Background: an optimization exercise with open tools, aiming at small area, a short achievable clock period and few clock cycles. Do not read the settings as production practice.
Only simulation tests tie the RTL to the original design; equivalence was not proved.
No activity file was given, so power comes from the tool's default toggle rates.

$ cat flow/config.mk
export PLATFORM = sky130hd
export DESIGN_NAME = dcacheTop
export DESIGN_NICKNAME = dcacheTop
export VERILOG_FILES = /design/flow/design.v
export SDC_FILE = /design/flow/constraint.sdc
export NUM_CORES = 4
export LEC_CHECK = 0
export CAP_MARGIN = 20
export CORE_MARGIN = 2
export CORE_UTILIZATION = 45
export PLACE_DENSITY = 0.6
export SLEW_MARGIN = 20
$ cat flow/constraint.sdc
create_clock -name core_clock -period 8.0 [get_ports {CLK}]
set_input_delay 1.6000 -clock core_clock [delete_from_list [all_inputs] [get_ports {CLK}]]
set_output_delay 1.6000 -clock core_clock [all_outputs]
set_load 0.01 [all_outputs]
$ cat flow/design.v
`timescale 1ns/1ps
module frameStore #(
	parameter int setBits = 3
) (
	input  logic        CLK,
	input  logic        nRST,
	input  logic [31:0] memAddr,
	input  logic [31:0] memStore,
	input  logic [31:0] ramLoad,
	input  logic        memRead,
	input  logic        memWrite,
	output logic        lookupHit,
	output logic [31:0] loadWord,
	output logic        victimDirty,
	output logic [31:0] victimAddr,
	output logic [31:0] victimData,
	output logic        anyDirty,
	input  logic        flushMode,
	input  logic        wordSel,
	input  logic        fillWord,
	input  logic        fillDone,
	input  logic        storeWord,
	input  logic        cleanVictim,
	input  logic        touch
);
	localparam int wordBit = 2;
	localparam int idxLo   = 3;
	localparam int tagLo   = idxLo + setBits;
	localparam int tagBits = 32 - tagLo;
	localparam int sets    = 1 << setBits;
	logic [tagBits-1:0] tags [0:2*sets-1];
	logic [31:0]        data [0:4*sets-1];
	logic [2*sets-1:0]  valid;
	logic [2*sets-1:0]  dirty;
	logic [sets-1:0] lru;
	logic [setBits-1:0] reqIdx;
	logic [tagBits-1:0] reqTag;
	logic               reqWord;
	logic [1:0] wayHit;
	logic       hitWay;
	logic               flushWay;
	logic [setBits-1:0] flushIdx;
	logic               replWay;
	logic               vWay;
	logic [setBits-1:0] vIdx;
	assign reqIdx  = memAddr[idxLo +: setBits];
	assign reqTag  = memAddr[tagLo +: tagBits];
	assign reqWord = memAddr[wordBit];
	always_comb begin
		for (int w = 0; w < 2; w++) begin
			wayHit[w] = valid[{w[0], reqIdx}] && (tags[{w[0], reqIdx}] == reqTag);
		end
	end
	assign hitWay = ~wayHit[0];
	assign lookupHit = (memRead || memWrite) && (|wayHit);
	assign loadWord  = data[{hitWay, reqIdx, reqWord}];
	always_comb begin
		flushWay = 1'b0;
		flushIdx = '0;
		for (int w = 1; w >= 0; w--) begin
			for (int i = sets - 1; i >= 0; i--) begin
				if (dirty[w * sets + i]) begin
					flushWay = w[0];
					flushIdx = i[setBits-1:0];
				end
			end
		end
	end
	assign anyDirty = |dirty;
	always_comb begin
		if (!valid[{1'b0, reqIdx}]) begin
			replWay = 1'b0;
		end else if (!valid[{1'b1, reqIdx}]) begin
			replWay = 1'b1;
		end else begin
			replWay = ~lru[reqIdx];
		end
	end
	assign vWay = flushMode ? flushWay : replWay;
	assign vIdx = flushMode ? flushIdx : reqIdx;
	assign victimDirty = dirty[{vWay, vIdx}];
	assign victimAddr  = {tags[{vWay, vIdx}], vIdx, {idxLo{1'b0}}};
	assign victimData  = data[{vWay, vIdx, wordSel}];
	always_ff @(posedge CLK, negedge nRST) begin
		if (!nRST) begin
			valid <= '0;
			dirty <= '0;
			lru   <= '0;
		end else begin
			if (fillDone) begin
				valid[{vWay, vIdx}] <= 1'b1;
				dirty[{vWay, vIdx}] <= 1'b0;
			end
			if (cleanVictim) begin
				dirty[{vWay, vIdx}] <= 1'b0;
			end
			if (storeWord) begin
				dirty[{hitWay, reqIdx}] <= 1'b1;
			end
			if (touch) begin
				lru[reqIdx] <= hitWay;
			end
		end
	end
	always_ff @(posedge CLK) begin
		if (fillWord) begin
			data[{vWay, vIdx, wordSel}] <= ramLoad;
		end
		if (fillDone) begin
			tags[{vWay, vIdx}] <= reqTag;
		end
		if (storeWord) begin
			data[{hitWay, reqIdx, reqWord}] <= memStore;
		end
	end
endmodule
`timescale 1ns/1ps
module cacheController #(
	parameter int setBits = 3
) (
	input  logic        CLK,
	input  logic        nRST,
	input  logic        memRead,
	input  logic        memWrite,
	input  logic        halt,
	input  logic [31:0] memAddr,
	input  logic        ramWait,
	output logic        hit,
	output logic        flushed,
	output logic [31:0] memLoad,
	output logic        ramRead,
	output logic        ramWrite,
	output logic [31:0] ramAddr,
	output logic [31:0] ramStore,
	input  logic        lookupHit,
	input  logic [31:0] loadWord,
	input  logic        victimDirty,
	input  logic [31:0] victimAddr,
	input  logic [31:0] victimData,
	input  logic        anyDirty,
	output logic        flushMode,
	output logic        wordSel,
	output logic        fillWord,
	output logic        fillDone,
	output logic        storeWord,
	output logic        cleanVictim,
	output logic        touch
);
	localparam logic [3:0] idle      = 4'h0;
	localparam logic [3:0] readHit   = 4'h1;
	localparam logic [3:0] overwrite = 4'h2;
	localparam logic [3:0] writeHit  = 4'h3;
	localparam logic [3:0] cleanA    = 4'h4;
	localparam logic [3:0] cleanB    = 4'h5;
	localparam logic [3:0] fillA     = 4'h6;
	localparam logic [3:0] fillB     = 4'h7;
	localparam logic [3:0] flushScan = 4'h8;
	localparam logic [3:0] stopped   = 4'h9;
	localparam logic [31:0] blockMask = 32'd7;
	logic [3:0] state;
	logic [3:0] nextState;
	logic flushActive;
	logic [31:0] reqBlock;
	logic [31:0] wordOff;
	assign reqBlock = memAddr & ~blockMask;
	assign wordSel = (state == cleanB) || (state == fillB);
	assign wordOff = {29'd0, wordSel, 2'd0};
	assign flushMode = flushActive;
	always_ff @(posedge CLK, negedge nRST) begin
		if (!nRST) begin
			state       <= idle;
			flushActive <= 1'b0;
		end else begin
			state <= nextState;
			if (nextState == flushScan) begin
				flushActive <= 1'b1;
			end
		end
	end
	always_comb begin
		nextState = state;
		case (state)
			idle: begin
				if (halt) begin
					nextState = flushScan;
				end else if (lookupHit) begin
					nextState = memWrite ? overwrite : readHit;
				end else if (memRead || memWrite) begin
					nextState = victimDirty ? cleanA : fillA;
				end
			end
			readHit:   nextState = idle;
			overwrite: nextState = writeHit;
			writeHit:  nextState = idle;
			cleanA: begin
				if (!ramWait) begin
					nextState = cleanB;
				end
			end
			cleanB: begin
				if (!ramWait) begin
					nextState = halt ? flushScan : fillA;
				end
			end
			fillA: begin
				if (!ramWait) begin
					nextState = fillB;
				end
			end
			fillB: begin
				if (!ramWait) begin
					nextState = memWrite ? overwrite : idle;
				end
			end
			flushScan: nextState = anyDirty ? cleanA : stopped;
			stopped:   nextState = stopped;
			default:   nextState = idle;
		endcase
	end
	always_comb begin
		hit         = 1'b0;
		memLoad     = '0;
		flushed     = 1'b0;
		ramRead     = 1'b0;
		ramWrite    = 1'b0;
		ramAddr     = '0;
		ramStore    = '0;
		fillWord    = 1'b0;
		fillDone    = 1'b0;
		storeWord   = 1'b0;
		cleanVictim = 1'b0;
		touch       = 1'b0;
		case (state)
			readHit: begin
				hit     = 1'b1;
				memLoad = loadWord;
				touch   = 1'b1;
			end
			overwrite: begin
				storeWord = 1'b1;
			end
			writeHit: begin
				hit   = 1'b1;
				touch = 1'b1;
			end
			cleanA, cleanB: begin
				ramWrite = 1'b1;
				ramAddr  = victimAddr + wordOff;
				ramStore = victimData;
				cleanVictim = (state == cleanB) && !ramWait;
			end
			fillA, fillB: begin
				ramRead  = 1'b1;
				ramAddr  = reqBlock + wordOff;
				fillWord = !ramWait;
				fillDone = (state == fillB) && !ramWait;
			end
			stopped: begin
				flushed = 1'b1;
			end
			default: begin
			end
		endcase
	end
endmodule
`timescale 1ns/1ps
module dcacheTop #(
	parameter int setBits = 3
) (
	input  logic        CLK,
	input  logic        nRST,
	input  logic        memRead,
	input  logic        memWrite,
	input  logic [31:0] memAddr,
	input  logic [31:0] memStore,
	input  logic        halt,
	output logic        hit,
	output logic [31:0] memLoad,
	output logic        flushed,
	output logic        ramRead,
	output logic        ramWrite,
	output logic [31:0] ramAddr,
	output logic [31:0] ramStore,
	input  logic [31:0] ramLoad,
	input  logic        ramWait
);
	logic        lookupHit;
	logic [31:0] loadWord;
	logic        victimDirty;
	logic [31:0] victimAddr;
	logic [31:0] victimData;
	logic        anyDirty;
	logic        flushMode;
	logic        wordSel;
	logic        fillWord;
	logic        fillDone;
	logic        storeWord;
	logic        cleanVictim;
	logic        touch;
	frameStore #(.setBits(setBits)) frameStore_i (
		.CLK         (CLK),
		.nRST        (nRST),
		.memAddr     (memAddr),
		.memStore    (memStore),
		.ramLoad     (ramLoad),
		.memRead     (memRead),
		.memWrite    (memWrite),
		.lookupHit   (lookupHit),
		.loadWord    (loadWord),
		.victimDirty (victimDirty),
		.victimAddr  (victimAddr),
		.victimData  (victimData),
		.anyDirty    (anyDirty),
		.flushMode   (flushMode),
		.wordSel     (wordSel),
		.fillWord    (fillWord),
		.fillDone    (fillDone),
		.storeWord   (storeWord),
		.cleanVictim (cleanVictim),
		.touch       (touch)
	);
	cacheController #(.setBits(setBits)) cacheController_i (
		.CLK         (CLK),
		.nRST        (nRST),
		.memRead     (memRead),
		.memWrite    (memWrite),
		.halt        (halt),
		.memAddr     (memAddr),
		.ramWait     (ramWait),
		.hit         (hit),
		.flushed     (flushed),
		.memLoad     (memLoad),
		.ramRead     (ramRead),
		.ramWrite    (ramWrite),
		.ramAddr     (ramAddr),
		.ramStore    (ramStore),
		.lookupHit   (lookupHit),
		.loadWord    (loadWord),
		.victimDirty (victimDirty),
		.victimAddr  (victimAddr),
		.victimData  (victimData),
		.anyDirty    (anyDirty),
		.flushMode   (flushMode),
		.wordSel     (wordSel),
		.fillWord    (fillWord),
		.fillDone    (fillDone),
		.storeWord   (storeWord),
		.cleanVictim (cleanVictim),
		.touch       (touch)
	);
endmodule
$ cat flow/run.sh
#!/bin/bash
# synth_recipe.tcl (not shown) runs the flow's synth.tcl, then flattens the netlist and writes it again
# the make line also repeats each setting of config.mk as NAME=value (left out here)
make -C /OpenROAD-flow-scripts/flow DESIGN_CONFIG=/design/flow/config.mk WORK_HOME=/design/flow/orfs CLKGATE_MAP_FILE= SYNTH_SCRIPT=/design/flow/synth_recipe.tcl finish
==> summary.md <==
| Metric | Value |
|---|---|
| TNS Setup | 0 ns |
| GPL Wtd Cong | 0.8954 |
| Cell Count, Final, Fillers Out | 7802 |
| Vias | 50871 |
| Leak pwr | 28.07 nW |
| CTS max path bufs | 3 |
| Fill count | 13450 |
| #FFs+latches synth | 1485 |
| Initial antenna violation count | 13 |
| CP Launch Type | primary input |
| Iter 0 DRT Violations | 6326 |
| Fmax | 133.2 MHz |
| Max_cap viols | 0 |
| Ys async rst share | 3.030% |
| Slew Limit Fails | 0 |
| Row count | 147 |
| Status | finished clean |
| CTS Buf Count | 160 |
| Avg Cell Area, Syn | 13.65 um^2 |
| Syn Inst Count | 5323 |
| Worst reg2reg path endpoint | frameStore_i.tags[11][9] |
| Reg2reg setup slack | 2.65 ns |
| Fin. Hold Viols | 0 |
| Height of the die | 405.8 um |
| Post-DP HPWL | 143.7 mm |
| Share of cells above drive strength 1 | 17.70% |
| Largest net degree at the start of global routing | 146 |
| Worst-margin pin slew | 1.154 ns |
| Dpl cells | 7506 |
| Mapped Area | 72650 um^2 |
| Top-area cell type share of the netlist area | 59.52% |
| Core ar. | 160400 um^2 |
| Hold endpoint | frameStore_i.valid[2] |
| Root Driver | clkbuf_16 |
| Unrepaired setup endpoints after global routing | no |
| Setup WS post-layout | 0.4923 ns |
| I/O Buffers | 197 |
| Hold Path Origin | frameStore_i.valid[2] |
| Routed WL | 243.5 mm |
| Setup Skew | 0.04197 ns |
| Number of remaining DRC errors | 0 |
| Sequential-to-total area share from yosys stat | 61.07% |
| EDFF count, synth | 1440 |
| Gr ovfl total | 0 |
| Avg WL per Cell | 31.21 um |
| Die X | 405.8 um |
| Post-CTS setup repair buffer count | 0 |
| Tot GR Track Use | 29.40% |
| Worst slack, placed | 0.5347 ns |
| Final setup fails | 0 |
| R2r worst-path depth | 10 |
| Min-delay worst type | flip-flop to flip-flop |
| Worst Path Arrival | 5.91 ns |
| Worst VDD drop | 200.1 uV |
| Worst setup EP type | output pin |
| Design area | 83590 um^2 |
| Worst r2r src | cacheController_i.flushActive |
| Power, Total | 22.93 mW |
| Clock sinks | 1485 |
| Post-synth top area cell | edfxtp_1 |
| CTS tree | yes |
| Hold-fix buffers, CTS | 0 |
| Latest clock arrival within the worst-skew pair | 0.83 ns |
| PwrDens | 274.4 nW/um^2 |
| Nets | 5624 |
| CP Max Fanout | 34 |
| Detailed Routing Iterations Pass 1 | 6 |
| Slew HR | 22.38% |
| Placed cell area | 78420 um^2 |
| Crit path kind | primary input to output pin |
| Critical Path RT | 6.40 ns |
| Initial Util | 45.30% |
| Antenna-violating nets left | 0 |
| Final period util | 93.85% |
| Global-route wire length before repair | 348.4 mm |
| Ys Warns | 2 |
| Vias in the first global route | 49724 |
| Die footprint | 164700 um^2 |
| Hold WS | 0.4628 ns |
| Hold path cells | 1 |
| Fin util | 52.12% |
| Post-CTS Resized | 0 |
| Final min period | 7.508 ns |
| DR vias/cell | 6.520 |
| Netlist cell types | 80 |
| CTS H-tree lvls | 4 |
| Largest cells by area after synthesis | edfxtp_1, mux4_2, nand2_1 |
| Clk slew on worst S/H paths | 0.06 ns |
| IO Pins | 202 |
| Syn-to-layout area delta | 15.06% |
| Post-synth top flop | edfxtp_1 |
-- cell families (layout without fill, tap and decap cells) --
family,Yosys count,count (layout),synth area share (%)
AO/OA/AOI/OAI,758,758,8.243
XOR/XNOR,21,21,0.2532
AND/OR/NAND/NOR,1918,1918,11.63
adder cells (fa/ha/maj),11,11,0.1895
buffers and inverters,473,787,2.654
other,1,6,0.005162
flip-flops,1485,1485,61.07
multiplexers,656,656,15.95
-- cell type report --
class | count | area [um^2] | area share (%)
antenna | 4 | 10.01 | 0.01198
clock buffer | 201 | 4273 | 5.112
clock inverter | 88 | 834.6 | 0.9984
inverter | 25 | 121.4 | 0.1452
multi-input combinational | 3366 | 26790 | 32.06
sequential | 1485 | 44370 | 53.08
tap | 2160 | 2703 | 3.233
timing repair buffer | 473 | 4482 | 5.362
-- worst max-delay path: stages --
cell             delay, ns
buf_8                 0.39
nor2b_4               0.36
buf_4                 0.29
a22o_1                0.22
nor3_1                0.10
or4_1                 0.51
nor4_2                0.40
and4_2                0.32
buf_12                0.30
nand2_1               0.08
a21oi_1               0.50
clkdlybuf4s50_1       0.70
-- routing by layer --
| layer | GRT usage, % | part of all wire (%) | wire length, um | vias up |
|---|---|---|---|---|
| met5 | 0 | 0.036 | 88 | - |
| met4 | 12.58 | 4.4 | 10650 | 12 |
| met2 | 46.92 | 47 | 115300 | 2954 |
| li1 | - | - | - | 21353 |
| met1 | 39.68 | 38 | 93390 | 25965 |
| met3 | 5.356 | 9.9 | 24040 | 587 |
-- power breakdown --
group	switching, mW	internal (mW)
logic	4.35	2.50
registers	0.0682	8.66
clock network	3.14	4.21
total	7.56	15.4
-- placed cells by master, fill, tap and decap left out, drive strengths merged, types with 12 or more instances in the layout --
master / instances
o22ai: 13
o21ai: 24
dfrtp: 45
clkdlybuf4s50: 192
a311oi: 296
o31ai: 90
a22oi: 36
nor4: 17
nor2: 63
and3: 279
clkbuf: 202
clkinv: 68
edfxtp: 1440
bufinv: 13
buf: 280
mux2i: 253
nand2: 1291
inv: 32
nand2b: 12
a211oi: 122
nand3: 72
nor3: 114
a21oi: 60
a22o: 18
nand4: 12
nor2b: 14
mux4: 401
-- synthesized netlist by cell type, types with 10 or more instances --
cell / count
o22ai_1: 13
a311oi_1: 296
nand3b_1: 10
nand4_1: 12
nor3_1: 114
o31ai_1: 90
nor2_1: 62
inv_1: 22
mux4_2: 401
nand2b_1: 12
edfxtp_1: 1440
ha_1: 11
mux2i_1: 253
buf_4: 11
buf_1: 35
xor2_1: 10
nor4_1: 16
nand3_1: 72
o21ai_0: 19
a21oi_1: 60
nand2_1: 1291
xnor2_1: 11
clkbuf_1: 353
a22o_1: 18
dfrtp_1: 45
a211oi_1: 122
a22oi_1: 36
a21o_1: 10
buf_2: 41
nor2b_1: 14
and3_1: 279
-- flip-flops by register name, indices dropped and copies added, names as in the netlist --
| name | flops |
|---|---|
| frameStore_i.data | 1024 |
| frameStore_i.dirty | 16 |
| frameStore_i.tags | 416 |
| frameStore_i.valid | 16 |
| cacheController_i.flushActive | 1 |
| cacheController_i.state | 4 |
| frameStore_i.lru | 8 |
-- how the worst max path moves through the flow --
stage / from / endpoint / slack [ns] / depth (start not counted)
5_1_grt: memAddr[3] / memLoad[19] / 0.32 / 12
2_1_floorplan: memAddr[3] / frameStore_i.data[10][0] / 1.31 / 13
6_report: memAddr[3] / memLoad[19] / 0.49 / 12
3_5_place_dp: memAddr[3] / ramStore[1] / 0.53 / 12
3_3_place_gp: memAddr[3] / ramStore[1] / 0.55 / 12
4_1_cts: memAddr[3] / ramStore[1] / 0.52 / 12
Testbench counts, summed over its fixed seeds: cycles 45,263.

[port drivers added, routing unchanged]
Ports are ideal in the flow. The routed layout listed here was re-timed in OpenROAD.
Step 1, drivers: a clkbuf_16 drives CLK and a buf_2 each remaining input, both assumed.
Step 2 also shifts input and output timing later by t, the mid clock arrival at the registers, as if the neighbouring blocks saw the same clock.
Three values: ideal ports, drivers, drivers and shift; two values: the first two.
t (ns): 0.889
slack for setup (ns): 0.492 / 0.443 / 0.443
hold WS [ns]: 0.463 / 0.463 / 0.463
worst register clock-pin slew, ns: 0.07 / 0.07
After both steps setup and hold are still met in this run. The setup slack of this run moves by -0.049 ns with the drivers and by -0.049 ns with both steps.
